Background: an optimization exercise with open tools, aiming at small area, a short achievable clock period and few clock cycles. Do not read the settings as production practice. Function was checked by simulation only, so behaviour that the tests miss may differ from the original. No activity file was given, so power comes from the tool's default toggle rates.

==> branch raven <==
==> flow/design.v (excerpt) <==
module integer_matrix_multiply_unit (
  input  logic               clk,
  input  logic               rst,
  input  logic               cfg_wr_en,
  input  logic [1:0]         cfg_index,
  input  logic [3:0]         cfg_data,
  input  logic               in_valid,
  output logic               in_ready,
  input  logic [1:0]         cmd,
  input  logic signed [15:0] element_value,
  output logic               out_valid,
  input  logic               out_ready,
  output logic signed [34:0] product_value,
  output logic [2:0]         out_row,
  output logic [2:0]         out_col,
  output logic               last
);
clock: 10.0 ns
lec_check: 0
abc_clock_period_in_ps: 3500
cap_margin: 20
core_margin: 2
core_utilization: 55
cts_cluster_diameter: 100
cts_cluster_size: 30
slew_margin: 20
standard.sh (not shown) runs the stock make flow with config.mk's settings and CLKGATE_MAP_FILE= SYNTH_SCRIPT=/design/flow/synth_recipe.tcl, a recipe that flattens the netlist after the stock synthesis.
==> flow/flow/run.sh <==
#!/bin/bash
set -euo pipefail
bash standard.sh SETUP_SLACK_MARGIN=6.5 finish > flow_make.log 2>&1
==> inputs of branch juniper, as changes to branch raven <==
--- a/flow/design.v
+++ b/flow/design.v
@@ -1046,15 +1046,15 @@
   logic [2:0] now_r, now_k, now_n;
   logic       now_slow;
   assign now_r    = dim_last(rows_a);
   assign now_k    = dim_last(inner_size);
   assign now_n    = dim_last(cols_b);
   assign now_slow = !(now_k == 3'd7 && now_n == 3'd7);
   logic in_fire, ld_a, ld_b, acc_cmp;
-  assign in_fire = in_valid && in_ready && !rst;
+  assign in_fire = in_valid && in_ready;
   assign ld_a    = in_fire && cmd == imm_pkg::CMD_LOAD_A;
   assign ld_b    = in_fire && cmd == imm_pkg::CMD_LOAD_B;
   assign acc_cmp = in_fire && cmd == imm_pkg::CMD_COMPUTE;
   logic [5:0]  a_wptr, b_wptr;
   logic        wq_a, wq_b;
   logic [5:0]  wq_addr;
   logic [15:0] wq_data;
@@ -1068,16 +1068,16 @@
       b_wptr <= b_wptr + 6'd1;
     end else if (acc_cmp) begin
       a_wptr <= '0;
       b_wptr <= '0;
     end
   end
   always_ff @(posedge clk) begin
-    wq_a <= ld_a;
-    wq_b <= ld_b;
+    wq_a <= ld_a && !rst;
+    wq_b <= ld_b && !rst;
     if (ld_a || ld_b) begin
       wq_addr <= ld_a ? a_wptr : b_wptr;
       wq_data <= element_value;
     end
   end
   logic [63:0][15:0] astore, bstore;
   for (genvar e = 0; e < 64; e++) begin : g_store
@@ -1108,16 +1108,16 @@
   assign st_slow      = start_pend ? pend_slow : now_slow;
   assign st_r         = start_pend ? pend_r : now_r;
   assign st_k         = start_pend ? pend_k : now_k;
   assign st_n         = start_pend ? pend_n : now_n;
   logic [7:0][23:0]  st_dig;
   logic [15:8][15:0] st_raw;
   logic [15:0]       st_first;
-  logic [15:0]       st_pvld;
-  logic [15:0][2:0]  st_row;
+  logic [1:0]        sh_pvld;
+  logic [1:0][2:0]   sh_row;
   function automatic logic [23:0] booth(input logic [15:0] a);
     logic [16:0] ax;
     ax = {a, 1'b0};
     for (int r = 0; r < 8; r++) begin
       booth[3*r]   = ax[2*r+2];                                   
       booth[3*r+1] = ax[2*r+1] ^ ax[2*r];                         
       booth[3*r+2] = ax[2*r+2] ? (!ax[2*r+1] && !ax[2*r])
@@ -1130,57 +1130,54 @@
       unbooth[2*r]   = d[3*r+1] ^ ((r == 0) ? 1'b0 : d[3*r-3]);
     end
   endfunction
   logic [7:0]        em_sel, em_sel_d;
   logic [34:0]       em_s, em_c;
   logic              wanted_q, wanted_d, room, accept, fail_now, item_last, done;
   logic [7:0][34:0]  acc_s, acc_c;
-  logic [7:0]        tag_pvld;
-  logic [7:0][2:0]   tag_row, tag_row_d;
   logic [2:0]        i_n_d, j_n_d, em_row_d, em_col_d;
+  logic              em_pvld_d;
   logic              active_d;
   always_comb begin
     em_s = '0;
     em_c = '0;
     for (int j = 0; j < 8; j++) begin
       em_s = em_s | (acc_s[j] & {35{em_sel[j]}});
       em_c = em_c | (acc_c[j] & {35{em_sel[j]}});
     end
   end
-  logic [1:0] sk_cnt;
-  logic       emq_v;
-  assign room      = (sk_cnt == 2'd0) || (sk_cnt == 2'd1) || (sk_cnt == 2'd2 && !emq_v);
+  logic [2:0] sk_cnt;
+  logic       emq_v, sq_v;
+  assign room      = ({1'b0, sk_cnt} + {3'd0, emq_v} + {3'd0, sq_v}) <= 4'd3;
   assign accept    = wanted_q && room;
   assign fail_now  = wanted_q && !room;
   assign item_last = i_n == rl && j_n == nl;
   assign done      = accept && item_last;
   always_comb begin
     for (int j = 0; j < 8; j++) begin
-      em_sel_d[j]  = ((j == 0) ? (hk == 3'd0) : st_first[(j == 0) ? 0 : j - 1])
-                     && (st_first[j] ? st_pvld[j] : tag_pvld[j]);
-      tag_row_d[j] = st_first[j] ? st_row[j] : tag_row[j];
+      em_sel_d[j] = (j == 0) ? (hk == 3'd0) : st_first[(j == 0) ? 0 : j - 1];
     end
     if (!active) begin
       i_n_d = 3'd0;
       j_n_d = 3'd0;
     end else if (accept) begin
       i_n_d = (j_n == nl) ? i_n + 3'd1 : i_n;
       j_n_d = (j_n == nl) ? 3'd0 : j_n + 3'd1;
     end else begin
       i_n_d = i_n;
       j_n_d = j_n;
     end
-    em_row_d = '0;
-    em_col_d = '0;
+    em_pvld_d = (hk == 3'd0) ? sh_pvld[0] : sh_pvld[1];
+    em_row_d  = (hk == 3'd0) ? sh_row[0] : sh_row[1];
+    em_col_d  = '0;
     for (int j = 0; j < 8; j++) begin
-      em_row_d = em_row_d | (tag_row_d[j] & {3{em_sel_d[j]}});
       em_col_d = em_col_d | (3'(j) & {3{em_sel_d[j]}});
     end
     active_d = active && !done;
-    wanted_d = active_d && (|em_sel_d) && em_row_d == i_n_d && em_col_d == j_n_d;
+    wanted_d = active_d && em_pvld_d && (|em_sel_d) && em_row_d == i_n_d && em_col_d == j_n_d;
   end
   always_ff @(posedge clk) begin
     if (rst || done) begin
       em_sel   <= '0;
       wanted_q <= 1'b0;
     end else begin
       em_sel   <= em_sel_d;
@@ -1303,29 +1300,28 @@
     if (hk == 3'd0 && head_on) begin
       slot_src <= src_dec;
       slot_row <= i_eff[2:0];
     end
   end
   always_ff @(posedge clk) begin
     st_dig[0] <= booth(e_raw);
-    st_row[0] <= row_eff;
     for (int s = 1; s < 8; s++) st_dig[s] <= st_dig[s-1];
     st_raw[8] <= unbooth(st_dig[7]);
     for (int s = 9; s < 16; s++) st_raw[s] <= st_raw[s-1];
-    for (int s = 1; s < 16; s++) st_row[s] <= st_row[s-1];
     if (rst) begin
       st_first <= '0;
     end else begin
       st_first <= {st_first[14:0], hk == 3'd0};
     end
     if (rst || done) begin
-      st_pvld <= '0;
-    end else begin
-      st_pvld <= {st_pvld[14:0], src_eff != imm_pkg::SRC_BUBBLE};
+      sh_pvld <= '0;
+    end else if (hk == 3'd0) begin
+      sh_pvld <= {sh_pvld[0], src_dec != imm_pkg::SRC_BUBBLE};
     end
+    if (hk == 3'd0) sh_row <= {sh_row[0], row_eff};
   end
   logic [7:0][15:0]      colrd;
   logic [7:0][2:0]       bsel;
   logic [15:0]           b_rd;
   logic [7:0][7:0][15:0] bcol;    
   for (genvar j = 0; j < 8; j++) begin : g_bport
     for (genvar r = 0; r < 8; r++) begin : g_r
@@ -1365,20 +1361,14 @@
     imm_cell u_mac (
       .dig(st_dig[j]), .b(ring[j][0]), .s_in(s_in[j]), .c_in(c_in[j]),
       .s_out(s_out[j]), .c_out(c_out[j])
     );
     always_ff @(posedge clk) begin
       acc_s[j] <= s_out[j];
       acc_c[j] <= c_out[j];
-      if (rst || done) begin
-        tag_pvld[j] <= 1'b0;
-      end else if (st_first[j]) begin
-        tag_pvld[j] <= st_pvld[j];
-      end
-      if (st_first[j]) tag_row[j] <= st_row[j];
     end
   end
   logic [34:0] emq_s, emq_c, emq_sum;
   logic [2:0]  emq_row, emq_col;
   logic        emq_last;
   always_ff @(posedge clk) begin
     emq_s    <= em_s;
@@ -1386,35 +1376,41 @@
     emq_row  <= i_n;
     emq_col  <= j_n;
     emq_last <= item_last;
     if (rst) emq_v <= 1'b0;
     else     emq_v <= accept;
   end
   imm_add35 u_add (.a(emq_s), .b(emq_c), .sum(emq_sum));
-  logic [2:0][41:0] fq;
-  logic [41:0]      emq_item, out_d;
+  logic [41:0] sq_item;
+  always_ff @(posedge clk) begin
+    sq_item <= {emq_sum, emq_row, emq_col, emq_last};
+    if (rst) sq_v <= 1'b0;
+    else     sq_v <= emq_v;
+  end
+  logic [3:0][41:0] fq;
+  logic [41:0]      out_d;
   logic             pop;
-  logic [1:0]       qn_pop;
-  assign emq_item = {emq_sum, emq_row, emq_col, emq_last};
-  assign pop      = out_valid && out_ready;
-  assign qn_pop   = sk_cnt - {1'b0, pop};
-  assign out_d    = (qn_pop != 2'd0) ? (pop ? fq[1] : fq[0]) : emq_item;
+  logic [2:0]       qn_pop;
+  assign pop    = out_valid && out_ready;
+  assign qn_pop = sk_cnt - {2'b00, pop};
+  assign out_d  = (qn_pop != 3'd0) ? (pop ? fq[1] : fq[0]) : sq_item;
   always_ff @(posedge clk) begin
     if (pop) begin
       fq[0] <= fq[1];
       fq[1] <= fq[2];
+      fq[2] <= fq[3];
     end
-    if (emq_v) fq[qn_pop] <= emq_item;
+    if (sq_v) fq[qn_pop[1:0]] <= sq_item;
     {product_value, out_row, out_col, last} <= out_d;
     if (rst) begin
-      sk_cnt    <= 2'd0;
+      sk_cnt    <= 3'd0;
       out_valid <= 1'b0;
     end else begin
-      sk_cnt    <= qn_pop + {1'b0, emq_v};
-      out_valid <= (qn_pop + {1'b0, emq_v}) != 2'd0;
+      sk_cnt    <= qn_pop + {2'b00, sq_v};
+      out_valid <= (qn_pop + {2'b00, sq_v}) != 3'd0;
     end
   end
   logic       n_pend, n_slowblk, blk_a, fresh_on;
   logic [6:0] w_max, guard;
   always_comb begin
     n_pend    = (pend && !start_pend) || (acc_cmp && !start_direct);
     n_slowblk = (start && st_slow) || (active && slow);
==> flow/run.sh (new file) <==
#!/bin/bash
# synth_recipe.tcl (not shown) runs the flow's synth.tcl, then flattens the netlist and writes it again
# the make line also repeats each setting of config.mk as NAME=value (left out here)
make -C /OpenROAD-flow-scripts/flow DESIGN_CONFIG=/design/flow/config.mk WORK_HOME=/design/flow/orfs CLKGATE_MAP_FILE= SYNTH_SCRIPT=/design/flow/synth_recipe.tcl finish
==> flow/config.mk (replaced) <==
export PLATFORM = sky130hd
export DESIGN_NAME = integer_matrix_multiply_unit
export DESIGN_NICKNAME = integer_matrix_multiply_unit
export VERILOG_FILES = /design/flow/design.v
export SDC_FILE = /design/flow/constraint.sdc
export NUM_CORES = 4
export LEC_CHECK = 0
export ABC_CLOCK_PERIOD_IN_PS = 3500
export CAP_MARGIN = 20
export CORE_MARGIN = 2
export CORE_UTILIZATION = 60
export CTS_CLUSTER_DIAMETER = 70
export CTS_CLUSTER_SIZE = 25
export SETUP_SLACK_MARGIN = 5
export SLEW_MARGIN = 20
removed: flow/flow/run.sh
removed: flow/standard.sh
==> inputs of branch nickel, as changes to branch raven <==
--- a/flow/design.v
+++ b/flow/design.v
@@ -1046,15 +1046,15 @@
   logic [2:0] now_r, now_k, now_n;
   logic       now_slow;
   assign now_r    = dim_last(rows_a);
   assign now_k    = dim_last(inner_size);
   assign now_n    = dim_last(cols_b);
   assign now_slow = !(now_k == 3'd7 && now_n == 3'd7);
   logic in_fire, ld_a, ld_b, acc_cmp;
-  assign in_fire = in_valid && in_ready && !rst;
+  assign in_fire = in_valid && in_ready;
   assign ld_a    = in_fire && cmd == imm_pkg::CMD_LOAD_A;
   assign ld_b    = in_fire && cmd == imm_pkg::CMD_LOAD_B;
   assign acc_cmp = in_fire && cmd == imm_pkg::CMD_COMPUTE;
   logic [5:0]  a_wptr, b_wptr;
   logic        wq_a, wq_b;
   logic [5:0]  wq_addr;
   logic [15:0] wq_data;
@@ -1068,16 +1068,16 @@
       b_wptr <= b_wptr + 6'd1;
     end else if (acc_cmp) begin
       a_wptr <= '0;
       b_wptr <= '0;
     end
   end
   always_ff @(posedge clk) begin
-    wq_a <= ld_a;
-    wq_b <= ld_b;
+    wq_a <= ld_a && !rst;
+    wq_b <= ld_b && !rst;
     if (ld_a || ld_b) begin
       wq_addr <= ld_a ? a_wptr : b_wptr;
       wq_data <= element_value;
     end
   end
   logic [63:0][15:0] astore, bstore;
   for (genvar e = 0; e < 64; e++) begin : g_store
@@ -1108,16 +1108,16 @@
   assign st_slow      = start_pend ? pend_slow : now_slow;
   assign st_r         = start_pend ? pend_r : now_r;
   assign st_k         = start_pend ? pend_k : now_k;
   assign st_n         = start_pend ? pend_n : now_n;
   logic [7:0][23:0]  st_dig;
   logic [15:8][15:0] st_raw;
   logic [15:0]       st_first;
-  logic [15:0]       st_pvld;
-  logic [15:0][2:0]  st_row;
+  logic [1:0]        sh_pvld;
+  logic [1:0][2:0]   sh_row;
   function automatic logic [23:0] booth(input logic [15:0] a);
     logic [16:0] ax;
     ax = {a, 1'b0};
     for (int r = 0; r < 8; r++) begin
       booth[3*r]   = ax[2*r+2];                                   
       booth[3*r+1] = ax[2*r+1] ^ ax[2*r];                         
       booth[3*r+2] = ax[2*r+2] ? (!ax[2*r+1] && !ax[2*r])
@@ -1130,57 +1130,54 @@
       unbooth[2*r]   = d[3*r+1] ^ ((r == 0) ? 1'b0 : d[3*r-3]);
     end
   endfunction
   logic [7:0]        em_sel, em_sel_d;
   logic [34:0]       em_s, em_c;
   logic              wanted_q, wanted_d, room, accept, fail_now, item_last, done;
   logic [7:0][34:0]  acc_s, acc_c;
-  logic [7:0]        tag_pvld;
-  logic [7:0][2:0]   tag_row, tag_row_d;
   logic [2:0]        i_n_d, j_n_d, em_row_d, em_col_d;
+  logic              em_pvld_d;
   logic              active_d;
   always_comb begin
     em_s = '0;
     em_c = '0;
     for (int j = 0; j < 8; j++) begin
       em_s = em_s | (acc_s[j] & {35{em_sel[j]}});
       em_c = em_c | (acc_c[j] & {35{em_sel[j]}});
     end
   end
-  logic [1:0] sk_cnt;
-  logic       emq_v;
-  assign room      = (sk_cnt == 2'd0) || (sk_cnt == 2'd1) || (sk_cnt == 2'd2 && !emq_v);
+  logic [2:0] sk_cnt;
+  logic       emq_v, sq_v;
+  assign room      = ({1'b0, sk_cnt} + {3'd0, emq_v} + {3'd0, sq_v}) <= 4'd3;
   assign accept    = wanted_q && room;
   assign fail_now  = wanted_q && !room;
   assign item_last = i_n == rl && j_n == nl;
   assign done      = accept && item_last;
   always_comb begin
     for (int j = 0; j < 8; j++) begin
-      em_sel_d[j]  = ((j == 0) ? (hk == 3'd0) : st_first[(j == 0) ? 0 : j - 1])
-                     && (st_first[j] ? st_pvld[j] : tag_pvld[j]);
-      tag_row_d[j] = st_first[j] ? st_row[j] : tag_row[j];
+      em_sel_d[j] = (j == 0) ? (hk == 3'd0) : st_first[(j == 0) ? 0 : j - 1];
     end
     if (!active) begin
       i_n_d = 3'd0;
       j_n_d = 3'd0;
     end else if (accept) begin
       i_n_d = (j_n == nl) ? i_n + 3'd1 : i_n;
       j_n_d = (j_n == nl) ? 3'd0 : j_n + 3'd1;
     end else begin
       i_n_d = i_n;
       j_n_d = j_n;
     end
-    em_row_d = '0;
-    em_col_d = '0;
+    em_pvld_d = (hk == 3'd0) ? sh_pvld[0] : sh_pvld[1];
+    em_row_d  = (hk == 3'd0) ? sh_row[0] : sh_row[1];
+    em_col_d  = '0;
     for (int j = 0; j < 8; j++) begin
-      em_row_d = em_row_d | (tag_row_d[j] & {3{em_sel_d[j]}});
       em_col_d = em_col_d | (3'(j) & {3{em_sel_d[j]}});
     end
     active_d = active && !done;
-    wanted_d = active_d && (|em_sel_d) && em_row_d == i_n_d && em_col_d == j_n_d;
+    wanted_d = active_d && em_pvld_d && (|em_sel_d) && em_row_d == i_n_d && em_col_d == j_n_d;
   end
   always_ff @(posedge clk) begin
     if (rst || done) begin
       em_sel   <= '0;
       wanted_q <= 1'b0;
     end else begin
       em_sel   <= em_sel_d;
@@ -1303,29 +1300,28 @@
     if (hk == 3'd0 && head_on) begin
       slot_src <= src_dec;
       slot_row <= i_eff[2:0];
     end
   end
   always_ff @(posedge clk) begin
     st_dig[0] <= booth(e_raw);
-    st_row[0] <= row_eff;
     for (int s = 1; s < 8; s++) st_dig[s] <= st_dig[s-1];
     st_raw[8] <= unbooth(st_dig[7]);
     for (int s = 9; s < 16; s++) st_raw[s] <= st_raw[s-1];
-    for (int s = 1; s < 16; s++) st_row[s] <= st_row[s-1];
     if (rst) begin
       st_first <= '0;
     end else begin
       st_first <= {st_first[14:0], hk == 3'd0};
     end
     if (rst || done) begin
-      st_pvld <= '0;
-    end else begin
-      st_pvld <= {st_pvld[14:0], src_eff != imm_pkg::SRC_BUBBLE};
+      sh_pvld <= '0;
+    end else if (hk == 3'd0) begin
+      sh_pvld <= {sh_pvld[0], src_dec != imm_pkg::SRC_BUBBLE};
     end
+    if (hk == 3'd0) sh_row <= {sh_row[0], row_eff};
   end
   logic [7:0][15:0]      colrd;
   logic [7:0][2:0]       bsel;
   logic [15:0]           b_rd;
   logic [7:0][7:0][15:0] bcol;    
   for (genvar j = 0; j < 8; j++) begin : g_bport
     for (genvar r = 0; r < 8; r++) begin : g_r
@@ -1365,20 +1361,14 @@
     imm_cell u_mac (
       .dig(st_dig[j]), .b(ring[j][0]), .s_in(s_in[j]), .c_in(c_in[j]),
       .s_out(s_out[j]), .c_out(c_out[j])
     );
     always_ff @(posedge clk) begin
       acc_s[j] <= s_out[j];
       acc_c[j] <= c_out[j];
-      if (rst || done) begin
-        tag_pvld[j] <= 1'b0;
-      end else if (st_first[j]) begin
-        tag_pvld[j] <= st_pvld[j];
-      end
-      if (st_first[j]) tag_row[j] <= st_row[j];
     end
   end
   logic [34:0] emq_s, emq_c, emq_sum;
   logic [2:0]  emq_row, emq_col;
   logic        emq_last;
   always_ff @(posedge clk) begin
     emq_s    <= em_s;
@@ -1386,35 +1376,41 @@
     emq_row  <= i_n;
     emq_col  <= j_n;
     emq_last <= item_last;
     if (rst) emq_v <= 1'b0;
     else     emq_v <= accept;
   end
   imm_add35 u_add (.a(emq_s), .b(emq_c), .sum(emq_sum));
-  logic [2:0][41:0] fq;
-  logic [41:0]      emq_item, out_d;
+  logic [41:0] sq_item;
+  always_ff @(posedge clk) begin
+    sq_item <= {emq_sum, emq_row, emq_col, emq_last};
+    if (rst) sq_v <= 1'b0;
+    else     sq_v <= emq_v;
+  end
+  logic [3:0][41:0] fq;
+  logic [41:0]      out_d;
   logic             pop;
-  logic [1:0]       qn_pop;
-  assign emq_item = {emq_sum, emq_row, emq_col, emq_last};
-  assign pop      = out_valid && out_ready;
-  assign qn_pop   = sk_cnt - {1'b0, pop};
-  assign out_d    = (qn_pop != 2'd0) ? (pop ? fq[1] : fq[0]) : emq_item;
+  logic [2:0]       qn_pop;
+  assign pop    = out_valid && out_ready;
+  assign qn_pop = sk_cnt - {2'b00, pop};
+  assign out_d  = (qn_pop != 3'd0) ? (pop ? fq[1] : fq[0]) : sq_item;
   always_ff @(posedge clk) begin
     if (pop) begin
       fq[0] <= fq[1];
       fq[1] <= fq[2];
+      fq[2] <= fq[3];
     end
-    if (emq_v) fq[qn_pop] <= emq_item;
+    if (sq_v) fq[qn_pop[1:0]] <= sq_item;
     {product_value, out_row, out_col, last} <= out_d;
     if (rst) begin
-      sk_cnt    <= 2'd0;
+      sk_cnt    <= 3'd0;
       out_valid <= 1'b0;
     end else begin
-      sk_cnt    <= qn_pop + {1'b0, emq_v};
-      out_valid <= (qn_pop + {1'b0, emq_v}) != 2'd0;
+      sk_cnt    <= qn_pop + {2'b00, sq_v};
+      out_valid <= (qn_pop + {2'b00, sq_v}) != 3'd0;
     end
   end
   logic       n_pend, n_slowblk, blk_a, fresh_on;
   logic [6:0] w_max, guard;
   always_comb begin
     n_pend    = (pend && !start_pend) || (acc_cmp && !start_direct);
     n_slowblk = (start && st_slow) || (active && slow);
==> flow/flow/run.sh (replaced) <==
#!/bin/bash
set -euo pipefail
bash standard.sh SETUP_SLACK_MARGIN=6.3 finish > flow_make.log 2>&1
==> flow/config.mk (replaced) <==
export PLATFORM = sky130hd
export DESIGN_NAME = integer_matrix_multiply_unit
export DESIGN_NICKNAME = integer_matrix_multiply_unit
export VERILOG_FILES = /design/flow/design.v
export SDC_FILE = /design/flow/constraint.sdc
export NUM_CORES = 4
export LEC_CHECK = 0
export ABC_CLOCK_PERIOD_IN_PS = 3500
export CAP_MARGIN = 20
export CORE_MARGIN = 2
export CORE_UTILIZATION = 60
export CTS_CLUSTER_DIAMETER = 70
export CTS_CLUSTER_SIZE = 25
export SLEW_MARGIN = 20
==> summary of the runs <==
Total power: branch raven < branch juniper < branch nickel. Between branch raven and branch nickel, the lower flip-flop and latch count is in branch raven (gap 27). Against branch juniper, the critical path depth of branch nickel is lower by 1. In branch nickel the utilization is higher than in branch juniper, by 1.7 points. Of branch nickel and branch raven, branch nickel has the higher clock power (gap about 10%, measured against branch raven). In synthesized area, branch juniper and branch nickel do not differ.
==> figures <==
|  | branch nickel | branch raven | branch juniper |
|---|---|---|---|
| Vias in the first global route | 121000 | 120000 | 119000 |
| Share of post-route cells with drive strength above 1 | 15.3% | 19.5% | 11.0% |
| Relative contribution of sequential cells to total power | 49.9% | 54.8% | 51.4% |
| Number of different library cells in the post-synthesis netlist | 81 | 82 | 81 |
| Peak ir drop on the vdd network | 179 uV | 180 uV | 183 uV |
| Post-layout utilization of the core | 66.0% | 61.8% | 64.3% |
| Cells on worst reg2reg path | 8 | 15 | 9 |
| Status | no timing/DRC/antenna violations | no timing/DRC/antenna violations | no timing/DRC/antenna violations |
| Endpoint of the most critical register-to-register path | ring[642] | fq[84] | st_dig[5] |
| Post-synthesis simple-gate area fraction | 4.27% | 4.42% | 4.27% |
| Slew headroom | 17.2% | 8.09% | 15.0% |
| Met1 usage | 52.3% | 48.9% | 49.1% |
| Measured slew at the worst slew-check pin | 1.24 ns | 1.38 ns | 1.25 ns |
Testbench counts of branch raven, summed over its fixed seeds: cycles 17,115.
Testbench counts of branch juniper, summed over its fixed seeds: cycles 17,123.
Testbench counts of branch nickel, summed over its fixed seeds: cycles 17,123.

-- static timing again, ports no longer ideal --
How much do the figures lean on ideal ports? The routed layouts below were timed once more, with nothing changed but the port constraints. Step 1 assumes that a clkbuf_16 drives the clock port and a buf_2 every other input. Step 2 moves the port delays by t, midway between the first and last clock arrival at a register: inputs arrive t later, outputs are due t later. That takes back most of the time a late clock gives input paths. a / b / c = no drivers / after step 1 / after step 2; a / b = the first two.
| run | t, ns | setup slack, ns | latest minus earliest clock arrival (ns) | worst data-port slew with drivers (ns) |
|---|---|---|---|---|
| branch raven | 1.057 | 6.296 / 6.296 / 5.437 | 0.076 / 0.076 | 0.10 |
| branch juniper | 1.087 | 5.051 / 5.051 / 4.132 | 0.101 / 0.101 | 0.13 |
| branch nickel | 1.101 | 6.232 / 6.192 / 5.199 | 0.106 / 0.106 | 0.26 |
After both steps every run listed still meets setup and hold. For branch nickel, which loses most, drivers alone change the setup slack by -0.040 ns; drivers and shift together by -1.033 ns.
